Context: an optimization exercise on an open-source flow, tuned for a short achievable clock period and few clock cycles. The choices shown serve that exercise and are no tape-out recipe. Function was checked by simulation only, so behaviour that the tests miss may differ from the original. Power and IR drop assume default switching activity.

==> inputs of willow <==
// mipsPipeCore
module mipsPipeCore
#(
	parameter mipsPkg::dataT ResetPc = '0
)
(
	input  logic    Clk,
	input  logic    arstN,
	output mipsPkg::dataT    imemAddr,
	input  mipsPkg::dataT    imemData,
	output mipsPkg::dataT    dmemAddr,
	output mipsPkg::dataT    dmemWdata,
	output logic    dmemWe,
	input  mipsPkg::dataT    dmemRdata,
	output logic    wbEn,
	output mipsPkg::regAddrT wbReg,
	output mipsPkg::dataT    wbData
);
clock: 8.5 ns
lec_check: 0
abc_clock_period_in_ps: 2500
cap_margin: 20
cell_pad_in_sites_detail_placement: 1
cell_pad_in_sites_global_placement: 2
core_margin: 2
core_utilization: 40
place_density: 0.6
setup_slack_margin: 5
slew_margin: 20
tns_end_percent: 100
standard.sh (not shown) runs the stock make flow with config.mk's settings and CLKGATE_MAP_FILE= SYNTH_SCRIPT=/design/flow/synth_recipe.tcl, a recipe that flattens the netlist after the stock synthesis.
==> flow/flow/run.sh <==
#!/bin/bash
# Own layout flow: the standard ORFS layout, with two synthesis changes that
# leave the registers as the standard synthesis makes them:
#  - no full/half adder extraction (ADDER_MAP_FILE empty), which turns the
#    design's prefix adders back into ripple chains;
#  - ABC maps for delay (map -D) instead of the area-recovering default script.
# And two layout changes:
#  - the port buffers are buf_8 cells rather than the slow delay-cell buffer
#    buffer_ports picks by default;
set -euo pipefail
WORK=$(pwd)
rm -rf "$WORK/scripts_mod"
cp -r "$FLOW_HOME/scripts" "$WORK/scripts_mod"
cp "$WORK/flow/abc_speed.script" "$WORK/scripts_mod/abc_speed.script"
KNOBS=(SCRIPTS_DIR="$WORK/scripts_mod" ADDER_MAP_FILE= "BUFFER_PORTS_ARGS=-buffer_cell sky130_fd_sc_hd__buf_8" SETUP_SLACK_MARGIN=5.8)
bash standard.sh "${KNOBS[@]}" synth > "$WORK/flow_synth.log" 2>&1
bash standard.sh "${KNOBS[@]}" finish > "$WORK/flow_layout.log" 2>&1
test -s "$WORK/out/final.def"
==> flow/flow/abc_speed.script <==
strash
dch -f
map -D 10
topo
buffer -c
upsize -c
dnsize -c
==> inputs of harbor, as changes to willow <==
--- a/flow/design.v
+++ b/flow/design.v
@@ -1,9 +1,9 @@
 package mipsPkg;
 	typedef logic [31:0] dataT;     
 	typedef logic [4:0]  regAddrT;  
-	localparam int PredBits = 6;  
+	localparam int PredBits = 8;  
 	localparam logic [5:0] opRtype = 6'b000000;
 	localparam logic [5:0] opBeq   = 6'b000100;
 	localparam logic [5:0] opLw    = 6'b100011;
 	localparam logic [5:0] opSw    = 6'b101011;
 	localparam logic [5:0] fnAdd = 6'b100000;
@@ -15,12 +15,12 @@
 `timescale 1ns/1ps
 module regFile
 (
 	input  logic    Clk,
 	input  logic    arstN,
-	input  logic [31:0] rdSelA,    
-	input  logic [31:0] rdSelB,
+	input  mipsPkg::regAddrT rdAddrA,
+	input  mipsPkg::regAddrT rdAddrB,
 	input  logic    wrEn,       
 	input  mipsPkg::regAddrT wrAddr,
 	input  mipsPkg::dataT    wrData,
 	output mipsPkg::dataT    rdDataA,
 	output mipsPkg::dataT    rdDataB
@@ -44,21 +44,18 @@
 		begin
 			if (wrSel[r])
 				regs[r] <= wrData;
 		end
 	end
-	logic [31:0] readable;
-	assign readable = valid & ~wrSel;
-	function automatic mipsPkg::dataT readPort(logic [31:0] selOneHot);
-		logic [31:0] sel;
-		sel = selOneHot & readable;
-		readPort = (|(selOneHot & wrSel)) ? wrData : '0;
-		for (int r = 1; r < 32; r++)
-			readPort = readPort | (regs[r] & {32{sel[r]}});
+	function automatic mipsPkg::dataT readPort(mipsPkg::regAddrT addr);
+		if (wrEn && wrAddr == addr)
+			readPort = wrData;
+		else
+			readPort = regs[addr] & {32{valid[addr]}};
 	endfunction
-	assign rdDataA = readPort(rdSelA);
-	assign rdDataB = readPort(rdSelB);
+	assign rdDataA = readPort(rdAddrA);
+	assign rdDataB = readPort(rdAddrB);
 endmodule
 `timescale 1ns/1ps
 module hazardUnit
 (
 	input  mipsPkg::regAddrT rs,
@@ -94,11 +91,11 @@
 	input  logic [mipsPkg::PredBits-1:0] updIdx,
 	input  logic    updTaken,
 	output logic    dynTaken,
 	output logic [mipsPkg::PredBits-1:0] pcIdx,
 	output mipsPkg::dataT    imemAddr,
-	output mipsPkg::dataT    pcPlus4Out  
+	output mipsPkg::dataT    altPc       
 );
 	mipsPkg::dataT pc;
 	mipsPkg::dataT pcPlus4;
 	mipsPkg::dataT target;
 	mipsPkg::dataT nextPc;
@@ -139,11 +136,11 @@
 			2'b10:   target[31:18] = hiDec;
 			default: target[31:18] = hiBase;
 		endcase
 		target[17:0] = {lowSum, pcPlus4[1:0]};
 	end
-	assign pcPlus4Out = pcPlus4;
+	assign altPc     = predTaken ? pcPlus4 : target;
 	assign takeTgt   = predTaken && !redirect && !stall;
 	assign otherPc   = redirect ? redirectPc : (stall ? pc : pcPlus4);
 	assign nextPc    = takeTgt ? target : otherPc;
 	always_ff @(posedge Clk or negedge arstN)
 	begin
@@ -262,12 +259,10 @@
 	input  logic    deSelSub,
 	input  logic    deSelAnd,
 	input  logic    deSelOr,
 	input  logic    deSelSlt,
 	input  logic    deFwdAAlu,
-	input  logic    deBrFwdA,    
-	input  logic    deBrFwdB,
 	input  logic    deFwdALoad,
 	input  logic    deFwdBAlu,
 	input  logic    deFwdBLoad,
 	input  mipsPkg::dataT    dmemRdata,
 	output logic    mispredict,
@@ -298,25 +293,15 @@
 	assign aluResult = ({32{deSelAdd}} & sumRes)
 	                 | ({32{deSelSub}} & subRes)
 	                 | ({32{deSelAnd}} & (opA & opB))
 	                 | ({32{deSelOr}}  & (opA | opB))
 	                 | {31'b0, deSelSlt & lessThan};
-	logic eqRegs;
-	logic eqFwdA;
-	logic eqFwdB;
-	assign eqRegs = deA == deB;
-	assign eqFwdA = emResult == deB;
-	assign eqFwdB = deA == emResult;
-	always_comb
-	begin
-		case ({deBrFwdA, deBrFwdB})
-			2'b11:   brEqual = 1'b1;  
-			2'b10:   brEqual = eqFwdA;
-			2'b01:   brEqual = eqFwdB;
-			default: brEqual = eqRegs;
-		endcase
-	end
+	mipsPkg::dataT brA;
+	mipsPkg::dataT brB;
+	assign brA = deFwdAAlu ? emResult : deA;
+	assign brB = deFwdBAlu ? emResult : deB;
+	assign brEqual    = brA == brB;
 	assign mispredict = deIsBeq && (brEqual != dePredTaken);
 	always_ff @(posedge Clk or negedge arstN)
 	begin
 		if (!arstN)
 		begin
@@ -399,13 +384,11 @@
 	logic    fIsBeq;
 	logic    fPredTaken;
 	mipsPkg::dataT    ifInstr;
 	logic    ifValid;
 	logic    ifPredTaken;
-	mipsPkg::dataT    ifPcPlus4;
-	logic [31:0]      ifRsSel;    
-	logic [31:0]      ifRtSel;
+	mipsPkg::dataT    ifAltPc;
 	logic [mipsPkg::PredBits-1:0] ifPcIdx;
 	logic    stall;
 	logic    dIsBeq;
 	logic    dIsCond;
 	logic    dynTaken;
@@ -420,13 +403,11 @@
 	logic    dSelAnd;
 	logic    dSelOr;
 	logic    dSelSlt;
 	mipsPkg::dataT    rdDataA;
 	mipsPkg::dataT    rdDataB;
-	mipsPkg::dataT    fPcPlus4;
-	mipsPkg::dataT    dTarget;
-	mipsPkg::dataT    dAltPc;
+	mipsPkg::dataT    altPc;
 	logic    dFwdAAlu;
 	logic    dFwdALoad;
 	logic    dFwdBAlu;
 	logic    dFwdBLoad;
 	mipsPkg::dataT    deA;
@@ -446,12 +427,10 @@
 	logic    deSelSub;
 	logic    deSelAnd;
 	logic    deSelOr;
 	logic    deSelSlt;
 	logic    deFwdAAlu;
-	logic    deBrFwdA;
-	logic    deBrFwdB;
 	logic    deFwdALoad;
 	logic    deFwdBAlu;
 	logic    deFwdBLoad;
 	logic    mispredict;
 	logic    brEqual;
@@ -497,11 +476,11 @@
 		.updIdx     (updIdx),
 		.updTaken   (updTaken),
 		.dynTaken   (dynTaken),
 		.pcIdx      (pcIdx),
 		.imemAddr   (imemAddr),
-		.pcPlus4Out (fPcPlus4)
+		.altPc      (altPc)
 	);
 	always_ff @(posedge Clk or negedge arstN)
 	begin
 		if (!arstN)
 			ifValid <= 1'b0;
@@ -512,13 +491,11 @@
 	begin
 		if (!stall)
 		begin
 			ifInstr     <= imemData;
 			ifPredTaken <= fPredTaken;
-			ifPcPlus4   <= fPcPlus4;
-			ifRsSel     <= 32'd1 << imemData[25:21];
-			ifRtSel     <= 32'd1 << imemData[20:16];
+			ifAltPc     <= altPc;
 			ifPcIdx     <= pcIdx;
 		end
 	end
 	decodeStage decodeStage_i
 	(
@@ -540,12 +517,12 @@
 	);
 	regFile regFile_i
 	(
 		.Clk     (Clk),
 		.arstN   (arstN),
-		.rdSelA  (ifRsSel),
-		.rdSelB  (ifRtSel),
+		.rdAddrA (ifInstr[25:21]),
+		.rdAddrB (ifInstr[20:16]),
 		.wrEn    (emRegWrite),
 		.wrAddr  (emDest),
 		.wrData  (memValue),
 		.rdDataA (rdDataA),
 		.rdDataB (rdDataB)
@@ -560,12 +537,10 @@
 		.fwdAAlu    (dFwdAAlu),
 		.fwdALoad   (dFwdALoad),
 		.fwdBAlu    (dFwdBAlu),
 		.fwdBLoad   (dFwdBLoad)
 	);
-	assign dTarget = ifPcPlus4 + {{14{ifInstr[15]}}, ifInstr[15:0], 2'b00};
-	assign dAltPc  = ifPredTaken ? ifPcPlus4 : dTarget;
 	assign stall = ifValid && dIsBeq && (dFwdALoad || dFwdBLoad);
 	always_ff @(posedge Clk or negedge arstN)
 	begin
 		if (!arstN)
 		begin
@@ -587,23 +562,21 @@
 	always_ff @(posedge Clk)
 	begin
 		deA         <= rdDataA;
 		deB         <= rdDataB;
 		deImm       <= {{16{ifInstr[15]}}, ifInstr[15:0]};
-		deAltPc     <= dAltPc;
+		deAltPc     <= ifAltPc;
 		dePcIdx     <= ifPcIdx;
 		deDest      <= dDest;
 		dePredTaken <= ifPredTaken;
 		deUseImm    <= dUseImm;
 		deSelAdd    <= dSelAdd;
 		deSelSub    <= dSelSub;
 		deSelAnd    <= dSelAnd;
 		deSelOr     <= dSelOr;
 		deSelSlt    <= dSelSlt;
 		deFwdAAlu   <= dFwdAAlu;
-		deBrFwdA    <= dFwdAAlu && dIsBeq;
-		deBrFwdB    <= dFwdBAlu && dIsBeq;
 		deFwdALoad  <= dFwdALoad;
 		deFwdBAlu   <= dFwdBAlu;
 		deFwdBLoad  <= dFwdBLoad;
 	end
 	executeStage executeStage_i
@@ -624,12 +597,10 @@
 		.deSelSub    (deSelSub),
 		.deSelAnd    (deSelAnd),
 		.deSelOr     (deSelOr),
 		.deSelSlt    (deSelSlt),
 		.deFwdAAlu   (deFwdAAlu),
-		.deBrFwdA    (deBrFwdA),
-		.deBrFwdB    (deBrFwdB),
 		.deFwdALoad  (deFwdALoad),
 		.deFwdBAlu   (deFwdBAlu),
 		.deFwdBLoad  (deFwdBLoad),
 		.dmemRdata   (dmemRdata),
 		.mispredict  (mispredict),
==> inputs of xenon, as changes to willow <==
--- a/flow/design.v
+++ b/flow/design.v
@@ -1,9 +1,9 @@
 package mipsPkg;
 	typedef logic [31:0] dataT;     
 	typedef logic [4:0]  regAddrT;  
-	localparam int PredBits = 6;  
+	localparam int PredBits = 8;  
 	localparam logic [5:0] opRtype = 6'b000000;
 	localparam logic [5:0] opBeq   = 6'b000100;
 	localparam logic [5:0] opLw    = 6'b100011;
 	localparam logic [5:0] opSw    = 6'b101011;
 	localparam logic [5:0] fnAdd = 6'b100000;
@@ -15,12 +15,12 @@
 `timescale 1ns/1ps
 module regFile
 (
 	input  logic    Clk,
 	input  logic    arstN,
-	input  logic [31:0] rdSelA,    
-	input  logic [31:0] rdSelB,
+	input  mipsPkg::regAddrT rdAddrA,
+	input  mipsPkg::regAddrT rdAddrB,
 	input  logic    wrEn,       
 	input  mipsPkg::regAddrT wrAddr,
 	input  mipsPkg::dataT    wrData,
 	output mipsPkg::dataT    rdDataA,
 	output mipsPkg::dataT    rdDataB
@@ -44,21 +44,18 @@
 		begin
 			if (wrSel[r])
 				regs[r] <= wrData;
 		end
 	end
-	logic [31:0] readable;
-	assign readable = valid & ~wrSel;
-	function automatic mipsPkg::dataT readPort(logic [31:0] selOneHot);
-		logic [31:0] sel;
-		sel = selOneHot & readable;
-		readPort = (|(selOneHot & wrSel)) ? wrData : '0;
-		for (int r = 1; r < 32; r++)
-			readPort = readPort | (regs[r] & {32{sel[r]}});
+	function automatic mipsPkg::dataT readPort(mipsPkg::regAddrT addr);
+		if (wrEn && wrAddr == addr)
+			readPort = wrData;
+		else
+			readPort = regs[addr] & {32{valid[addr]}};
 	endfunction
-	assign rdDataA = readPort(rdSelA);
-	assign rdDataB = readPort(rdSelB);
+	assign rdDataA = readPort(rdAddrA);
+	assign rdDataB = readPort(rdAddrB);
 endmodule
 `timescale 1ns/1ps
 module hazardUnit
 (
 	input  mipsPkg::regAddrT rs,
@@ -85,20 +82,19 @@
 (
 	input  logic    Clk,
 	input  logic    arstN,
 	input  mipsPkg::dataT    imemData,
 	input  logic    predTaken,
-	input  logic    stall,       
 	input  logic    redirect,
 	input  mipsPkg::dataT    redirectPc,
 	input  logic    updEn,       
 	input  logic [mipsPkg::PredBits-1:0] updIdx,
 	input  logic    updTaken,
 	output logic    dynTaken,
 	output logic [mipsPkg::PredBits-1:0] pcIdx,
 	output mipsPkg::dataT    imemAddr,
-	output mipsPkg::dataT    pcPlus4Out  
+	output mipsPkg::dataT    altPc       
 );
 	mipsPkg::dataT pc;
 	mipsPkg::dataT pcPlus4;
 	mipsPkg::dataT target;
 	mipsPkg::dataT nextPc;
@@ -139,13 +135,13 @@
 			2'b10:   target[31:18] = hiDec;
 			default: target[31:18] = hiBase;
 		endcase
 		target[17:0] = {lowSum, pcPlus4[1:0]};
 	end
-	assign pcPlus4Out = pcPlus4;
-	assign takeTgt   = predTaken && !redirect && !stall;
-	assign otherPc   = redirect ? redirectPc : (stall ? pc : pcPlus4);
+	assign altPc     = predTaken ? pcPlus4 : target;
+	assign takeTgt   = predTaken && !redirect;
+	assign otherPc   = redirect ? redirectPc : pcPlus4;
 	assign nextPc    = takeTgt ? target : otherPc;
 	always_ff @(posedge Clk or negedge arstN)
 	begin
 		if (!arstN)
 			pc <= '0;
@@ -262,12 +258,10 @@
 	input  logic    deSelSub,
 	input  logic    deSelAnd,
 	input  logic    deSelOr,
 	input  logic    deSelSlt,
 	input  logic    deFwdAAlu,
-	input  logic    deBrFwdA,    
-	input  logic    deBrFwdB,
 	input  logic    deFwdALoad,
 	input  logic    deFwdBAlu,
 	input  logic    deFwdBLoad,
 	input  mipsPkg::dataT    dmemRdata,
 	output logic    mispredict,
@@ -298,25 +292,11 @@
 	assign aluResult = ({32{deSelAdd}} & sumRes)
 	                 | ({32{deSelSub}} & subRes)
 	                 | ({32{deSelAnd}} & (opA & opB))
 	                 | ({32{deSelOr}}  & (opA | opB))
 	                 | {31'b0, deSelSlt & lessThan};
-	logic eqRegs;
-	logic eqFwdA;
-	logic eqFwdB;
-	assign eqRegs = deA == deB;
-	assign eqFwdA = emResult == deB;
-	assign eqFwdB = deA == emResult;
-	always_comb
-	begin
-		case ({deBrFwdA, deBrFwdB})
-			2'b11:   brEqual = 1'b1;  
-			2'b10:   brEqual = eqFwdA;
-			2'b01:   brEqual = eqFwdB;
-			default: brEqual = eqRegs;
-		endcase
-	end
+	assign brEqual    = opA == opB;
 	assign mispredict = deIsBeq && (brEqual != dePredTaken);
 	always_ff @(posedge Clk or negedge arstN)
 	begin
 		if (!arstN)
 		begin
@@ -399,15 +379,12 @@
 	logic    fIsBeq;
 	logic    fPredTaken;
 	mipsPkg::dataT    ifInstr;
 	logic    ifValid;
 	logic    ifPredTaken;
-	mipsPkg::dataT    ifPcPlus4;
-	logic [31:0]      ifRsSel;    
-	logic [31:0]      ifRtSel;
+	mipsPkg::dataT    ifAltPc;
 	logic [mipsPkg::PredBits-1:0] ifPcIdx;
-	logic    stall;
 	logic    dIsBeq;
 	logic    dIsCond;
 	logic    dynTaken;
 	logic [mipsPkg::PredBits-1:0] pcIdx;
 	logic    dRegWrite;
@@ -420,13 +397,11 @@
 	logic    dSelAnd;
 	logic    dSelOr;
 	logic    dSelSlt;
 	mipsPkg::dataT    rdDataA;
 	mipsPkg::dataT    rdDataB;
-	mipsPkg::dataT    fPcPlus4;
-	mipsPkg::dataT    dTarget;
-	mipsPkg::dataT    dAltPc;
+	mipsPkg::dataT    altPc;
 	logic    dFwdAAlu;
 	logic    dFwdALoad;
 	logic    dFwdBAlu;
 	logic    dFwdBLoad;
 	mipsPkg::dataT    deA;
@@ -446,12 +421,10 @@
 	logic    deSelSub;
 	logic    deSelAnd;
 	logic    deSelOr;
 	logic    deSelSlt;
 	logic    deFwdAAlu;
-	logic    deBrFwdA;
-	logic    deBrFwdB;
 	logic    deFwdALoad;
 	logic    deFwdBAlu;
 	logic    deFwdBLoad;
 	logic    mispredict;
 	logic    brEqual;
@@ -488,39 +461,33 @@
 	(
 		.Clk        (Clk),
 		.arstN      (arstN),
 		.imemData   (imemData),
 		.predTaken  (fPredTaken),
-		.stall      (stall),
 		.redirect   (mispredict),
 		.redirectPc (deAltPc),
 		.updEn      (updEn),
 		.updIdx     (updIdx),
 		.updTaken   (updTaken),
 		.dynTaken   (dynTaken),
 		.pcIdx      (pcIdx),
 		.imemAddr   (imemAddr),
-		.pcPlus4Out (fPcPlus4)
+		.altPc      (altPc)
 	);
 	always_ff @(posedge Clk or negedge arstN)
 	begin
 		if (!arstN)
 			ifValid <= 1'b0;
 		else
 			ifValid <= !mispredict;
 	end
 	always_ff @(posedge Clk)
 	begin
-		if (!stall)
-		begin
-			ifInstr     <= imemData;
-			ifPredTaken <= fPredTaken;
-			ifPcPlus4   <= fPcPlus4;
-			ifRsSel     <= 32'd1 << imemData[25:21];
-			ifRtSel     <= 32'd1 << imemData[20:16];
-			ifPcIdx     <= pcIdx;
-		end
+		ifInstr     <= imemData;
+		ifPredTaken <= fPredTaken;
+		ifAltPc     <= altPc;
+		ifPcIdx     <= pcIdx;
 	end
 	decodeStage decodeStage_i
 	(
 		.instr     (ifInstr),
 		.dynTaken  (1'b0),
@@ -540,12 +507,12 @@
 	);
 	regFile regFile_i
 	(
 		.Clk     (Clk),
 		.arstN   (arstN),
-		.rdSelA  (ifRsSel),
-		.rdSelB  (ifRtSel),
+		.rdAddrA (ifInstr[25:21]),
+		.rdAddrB (ifInstr[20:16]),
 		.wrEn    (emRegWrite),
 		.wrAddr  (emDest),
 		.wrData  (memValue),
 		.rdDataA (rdDataA),
 		.rdDataB (rdDataB)
@@ -560,13 +527,10 @@
 		.fwdAAlu    (dFwdAAlu),
 		.fwdALoad   (dFwdALoad),
 		.fwdBAlu    (dFwdBAlu),
 		.fwdBLoad   (dFwdBLoad)
 	);
-	assign dTarget = ifPcPlus4 + {{14{ifInstr[15]}}, ifInstr[15:0], 2'b00};
-	assign dAltPc  = ifPredTaken ? ifPcPlus4 : dTarget;
-	assign stall = ifValid && dIsBeq && (dFwdALoad || dFwdBLoad);
 	always_ff @(posedge Clk or negedge arstN)
 	begin
 		if (!arstN)
 		begin
 			deRegWrite  <= 1'b0;
@@ -575,35 +539,33 @@
 			deIsBeq     <= 1'b0;
 			deIsCond    <= 1'b0;
 		end
 		else
 		begin
-			deRegWrite  <= dRegWrite && ifValid && !mispredict && !stall;
-			deMemRead   <= dMemRead && ifValid && !mispredict && !stall;
-			deMemWrite  <= dMemWrite && ifValid && !mispredict && !stall;
-			deIsBeq     <= dIsBeq && ifValid && !mispredict && !stall;
-			deIsCond    <= dIsCond && ifValid && !mispredict && !stall;
+			deRegWrite  <= dRegWrite && ifValid && !mispredict;
+			deMemRead   <= dMemRead && ifValid && !mispredict;
+			deMemWrite  <= dMemWrite && ifValid && !mispredict;
+			deIsBeq     <= dIsBeq && ifValid && !mispredict;
+			deIsCond    <= dIsCond && ifValid && !mispredict;
 		end
 	end
 	always_ff @(posedge Clk)
 	begin
 		deA         <= rdDataA;
 		deB         <= rdDataB;
 		deImm       <= {{16{ifInstr[15]}}, ifInstr[15:0]};
-		deAltPc     <= dAltPc;
+		deAltPc     <= ifAltPc;
 		dePcIdx     <= ifPcIdx;
 		deDest      <= dDest;
 		dePredTaken <= ifPredTaken;
 		deUseImm    <= dUseImm;
 		deSelAdd    <= dSelAdd;
 		deSelSub    <= dSelSub;
 		deSelAnd    <= dSelAnd;
 		deSelOr     <= dSelOr;
 		deSelSlt    <= dSelSlt;
 		deFwdAAlu   <= dFwdAAlu;
-		deBrFwdA    <= dFwdAAlu && dIsBeq;
-		deBrFwdB    <= dFwdBAlu && dIsBeq;
 		deFwdALoad  <= dFwdALoad;
 		deFwdBAlu   <= dFwdBAlu;
 		deFwdBLoad  <= dFwdBLoad;
 	end
 	executeStage executeStage_i
@@ -624,12 +586,10 @@
 		.deSelSub    (deSelSub),
 		.deSelAnd    (deSelAnd),
 		.deSelOr     (deSelOr),
 		.deSelSlt    (deSelSlt),
 		.deFwdAAlu   (deFwdAAlu),
-		.deBrFwdA    (deBrFwdA),
-		.deBrFwdB    (deBrFwdB),
 		.deFwdALoad  (deFwdALoad),
 		.deFwdBAlu   (deFwdBAlu),
 		.deFwdBLoad  (deFwdBLoad),
 		.dmemRdata   (dmemRdata),
 		.mispredict  (mispredict),
==> summary.txt <==
quantity	xenon	willow	harbor
Result of the run	no timing/DRC/antenna violations	no timing/DRC/antenna violations	no timing/DRC/antenna violations
Combinational share of power	31.0%	21.8%	30.8%
Worst hold slack after final layout	321 ps	293 ps	317 ps
Internal power summed over all cells	17,200 uW	15,200 uW	16,900 uW
Relative contribution of the clock network to total power	33.4%	37.3%	33.1%
Die footprint	203,000 um^2	190,000 um^2	208,000 um^2
Number of buffers and inverters on the critical path	4	10	4
Layout clock area frac	5.93%	5.75%	5.52%
Worst setup skew after layout	72.1 ps	96.8 ps	114 ps
Leakage power	0.0432 uW	0.0398 uW	0.0451 uW
Synthesis-to-finish area growth	41.9%	42.5%	45.0%
First-pass iteration count of the detailed router	8	9	9
Die outline width	451 um	436 um	456 um
Minimum clock period	3490 ps	3320 ps	3680 ps
Testbench counts of willow, summed over its fixed seeds: cycles 23,672.
Testbench counts of harbor, summed over its fixed seeds: cycles 23,602.
Testbench counts of xenon, summed over its fixed seeds: cycles 23,501.

==> static timing again, ports no longer ideal <==
No port has a modelled driver above. Below, the same layouts with a new extraction and two added sets of constraints. Step 1 sets driving cells, clkbuf_16 on the clock port and buf_2 on the other inputs (assumed; they add their load-dependent delay and slew). Step 2 moves the port delays by t, midway between the first and last clock arrival at a register: inputs arrive t later, outputs are due t later. That takes back most of the time a late clock gives input paths. Three values: ideal, step 1, step 2; two values: the first two.
| run | shift t [ns] | setup WS [ns] | worst setup path at the end | latest minus earliest clock arrival (ns) | worst data-port slew with drivers (ns) |
|---|---|---|---|---|---|
| willow | 0.933 | 5.185 / 5.185 / 4.497 | input to register | 0.099 / 0.100 | 0.07 |
| harbor | 0.947 | 4.817 / 4.817 / 4.233 | input to register | 0.116 / 0.115 | 0.27 |
| xenon | 0.971 | 5.012 / 5.012 / 4.101 | input to register | 0.077 / 0.076 | 0.20 |
After both steps setup and hold are still met in every run listed. The setup slack of xenon, which loses most, moves by 0.000 ns with the drivers and by -0.911 ns with both steps.
